What follows belongs to an exercise in optimizing a design on an open flow for small area, a short achievable clock period and few clock cycles per item; a production flow would make more cautious choices.
In this exercise RTL edits were held to simulation tests only and were not proved equivalent to the original.
No activity file was given, so power comes from the tool's default toggle rates.

// packet_timestamp_interpolator
module packet_timestamp_interpolator
(
    input  logic         clk,
    input  logic         rst_n,
    input  logic         cfg_valid,
    output logic         cfg_ready,
    input  logic [1:0]   cfg_index,
    input  logic [63:0]  cfg_data,
    input  logic         in_valid,
    output logic         in_ready,
    input  logic [15:0]  packet_length,
    input  logic [63:0]  cycle_count,
    output logic         out_valid,
    input  logic         out_ready,
    output logic [63:0]  timestamp,
    output logic         recalibrated
);
==> flow/config.mk <==
export PLATFORM = sky130hd
export DESIGN_NAME = packet_timestamp_interpolator
export DESIGN_NICKNAME = packet_timestamp_interpolator
export VERILOG_FILES = /design/flow/design.v
export SDC_FILE = /design/flow/constraint.sdc
export NUM_CORES = 4
export LEC_CHECK = 0
export CAP_MARGIN = 35
export CORE_MARGIN = 2
export CORE_UTILIZATION = 40
export SETUP_SLACK_MARGIN = 3.7
export SLEW_MARGIN = 35
export TNS_END_PERCENT = 100
==> flow/constraint.sdc <==
create_clock -name core_clock -period 8.0 [get_ports {clk}]
set_input_delay 1.6000 -clock core_clock [delete_from_list [all_inputs] [get_ports {clk}]]
set_output_delay 1.6000 -clock core_clock [all_outputs]
set_load 0.01 [all_outputs]
run.sh (not shown) runs the stock make flow with config.mk's settings and CLKGATE_MAP_FILE= SYNTH_SCRIPT=/design/flow/synth_recipe.tcl, a recipe that flattens the netlist after the stock synthesis.
The first run completed with no timing, DRC or antenna violations.
Testbench counts at the start, summed over its fixed seeds: cycles 4,279, items 2,560.
==> next run, changes <==
--- a/flow/config.mk
+++ b/flow/config.mk
@@ -10,4 +10,2 @@
 export CORE_UTILIZATION = 40
-export SETUP_SLACK_MARGIN = 3.7
 export SLEW_MARGIN = 35
-export TNS_END_PERCENT = 100
The changed run finished with timing, DRC and antenna clean; synthesized area stays the same; maximum frequency came out lower by a quarter to a third; worst setup slack loses 1400 ps; count of clock-buffer cells in the layout is lower by 8; design area shrinks by a few percent; cell count came out lower by a few percent; routed wire length falls by a few percent; power shrinks slightly.
==> next run, changes <==
--- a/flow/config.mk
+++ b/flow/config.mk
@@ -10,2 +10,4 @@
 export CORE_UTILIZATION = 40
+export SETUP_SLACK_MARGIN = 3.5
 export SLEW_MARGIN = 35
+export TNS_END_PERCENT = 100
What happened: The new run completed without violations. Flip-flop and latch count does not change. Final area came out higher by 3.0%. Sequential share of layout area is lower by 1.0 points. Total power came out higher by 2.2%. Die area does not change. Fmax increases by 34%. Via count went up by about 2.3%. Clock skew is about the same.
==> next run, changes <==
--- a/flow/config.mk
+++ b/flow/config.mk
@@ -9,4 +9,4 @@
 export CORE_MARGIN = 2
-export CORE_UTILIZATION = 40
-export SETUP_SLACK_MARGIN = 3.5
+export CORE_UTILIZATION = 55
+export SETUP_SLACK_MARGIN = 3.3
 export SLEW_MARGIN = 35
The changed run finished with timing, DRC and antenna clean.
Clock-buffer cell count decreases by 13.
Global-route usage increases by 9.2 points.
Critical path depth increases by 2.
Cell count decreases by 7.0%.
Worst hold slack gains 6.1 ps.
Via count decreases by 0.79%.
Register-to-register slack loses 200 ps.
Final area decreases by 2.8%.
Maximum frequency decreases by 4.2%.

========
== rev 12 ==
packet_timestamp_interpolator, a different RTL version from the one above (not shown whole).
For scale: ~7800 cells after synthesis, about 220 I/O pins, ~72000 sq um of cells after synthesis.
==> flow/config.mk <==
export PLATFORM = sky130hd
export DESIGN_NAME = packet_timestamp_interpolator
export DESIGN_NICKNAME = packet_timestamp_interpolator
export VERILOG_FILES = /design/flow/design.v
export SDC_FILE = /design/flow/constraint.sdc
export NUM_CORES = 4
export LEC_CHECK = 0
export CAP_MARGIN = 35
export CORE_MARGIN = 2
export CORE_UTILIZATION = 40
export SETUP_SLACK_MARGIN = 2.5
export SLEW_MARGIN = 35
export TNS_END_PERCENT = 100
==> flow/constraint.sdc <==
create_clock -name core_clock -period 8.0 [get_ports {clk}]
set_input_delay 1.6000 -clock core_clock [delete_from_list [all_inputs] [get_ports {clk}]]
set_output_delay 1.6000 -clock core_clock [all_outputs]
set_load 0.01 [all_outputs]
Testbench counts of rev 12, summed over its fixed seeds: cycles 4,239, items 2,560.
--- input diff rev 12..rev 13 ---
Settings: swapping 2.5 for 4.5 in SETUP_SLACK_MARGIN.
### Flow results
- Sum of met2 wire segment lengths after detailed routing came out higher on rev 13 than on rev 12.
- Diff rev 12 -> rev 13: global-route track usage on met2 picked up an extra 2.7 points; critical path depth now larger; clock network area share went down; post-cts sizing count now sits higher; proportion of cell area occupied by registers fell 5.8 points.
- Summary: post-route cell area, rev 13 worse than rev 12
- Taking rev 12 over rev 13, the cell area power density ratio works out to 1.16.
- Rev 13 reports its highest-delay cell along the critical path as fa_2 while rev 12 reports fa_1.
- Comparing rev 12 and rev 13, the lower detail-routed via count per cell is on rev 12.

========
RTL: one of the versions met above, not the one the previous note started from.
For scale: roughly 7900 cells after synthesis, about 1100 flip-flops, roughly 220 I/O pins.
Settings: LEC_CHECK=0, CAP_MARGIN=20, CORE_MARGIN=2, CORE_UTILIZATION=40, SETUP_SLACK_MARGIN=3.3, SLEW_MARGIN=20, TNS_END_PERCENT=100; clock period 8.0 ns.
Testbench counts at the start, summed over its fixed seeds: cycles 4,279, items 2,560.
Change:
CAP_MARGIN = 35   (was 20)
SETUP_SLACK_MARGIN = 3.0   (was 3.3)
SLEW_MARGIN = 35   (was 20)
- The changed run went through all stages and came out clean
- non-clock buffer count drops by 32
- sequential power hardly moves
- register-to-register slack loses 240 ps
- clock-buffer cell count drops by 7
- combinational power drops by about 2%
- total power climbs by 1.0%
Change:
SETUP_SLACK_MARGIN = 2.5   (was 3.0)
Outcome: The changed run went through all stages and came out clean. Final cell count barely changes. Design area shrinks by 0.40%. Area after synthesis does not change. Critical path depth grows by 1. Core utilization shrinks by 0.18 points. Routed wire length shrinks by 0.44%. Fmax shrinks by 8.1%. Hold slack is about the same. Global-route usage barely changes. Non-clock buffer count shrinks by 1.
Change:
SETUP_SLACK_MARGIN = 3.3   (was 2.5)
Non-clock buffer count rises by 33.
Combinational power goes up by 3.1%.
Hold slack gets worse by 4.2 ps.
Routed wire length grows by 1.3%.
Final area is higher by 1.3%.
Fmax rises by 14%.
Via count stays flat.

==> port drivers added, routing unchanged <==
Ports are ideal in the flow. The routed layouts listed here were re-timed in OpenROAD.
Step 1 sets driving cells, clkbuf_16 on the clock port and buf_2 on the other inputs (assumed; they add their load-dependent delay and slew).
Step 2 also shifts input and output timing later by t, the mid clock arrival at the registers, as if the neighbouring blocks saw the same clock.
Three values: ideal ports, drivers, drivers and shift; two values: the first two.
run	t (ns)	slack for setup (ns)	hold slack, ns	worst setup path after step 2	worst data-port slew with drivers (ns)
the first run of note 1	0.883	3.376 / 3.376 / 3.243	0.421 / 0.421 / 0.421	input to register	0.16
the second run of note 1	0.866	1.926 / 1.926 / 1.926	0.418 / 0.418 / 0.418	register to register	0.13
the third run of note 1	0.883	3.477 / 3.477 / 2.956	0.421 / 0.421 / 0.421	input to register	0.06
the fourth run of note 1	0.824	3.279 / 3.279 / 2.897	0.427 / 0.427 / 0.427	input to register	0.05
rev 12	0.874	2.497 / 2.497 / 2.497	0.424 / 0.424 / 0.424	register to register	0.06
rev 13	0.878	2.754 / 2.754 / 2.754	0.425 / 0.425 / 0.425	register to register	0.19
the first run of note 3	0.867	3.364 / 3.364 / 3.048	0.416 / 0.416 / 0.416	input to register	0.05
the second run of note 3	0.877	3.123 / 3.123 / 3.123	0.418 / 0.418 / 0.418	register to register	0.12
the third run of note 3	0.868	2.694 / 2.694 / 2.694	0.420 / 0.420 / 0.420	register to register	0.14
the fourth run of note 3	0.884	3.331 / 3.331 / 3.235	0.416 / 0.416 / 0.416	input to register	0.05
After both steps setup and hold are still met in every run listed. The setup slack of the third run of note 1, which loses most, moves by 0.000 ns with the drivers and by -0.521 ns with both steps.
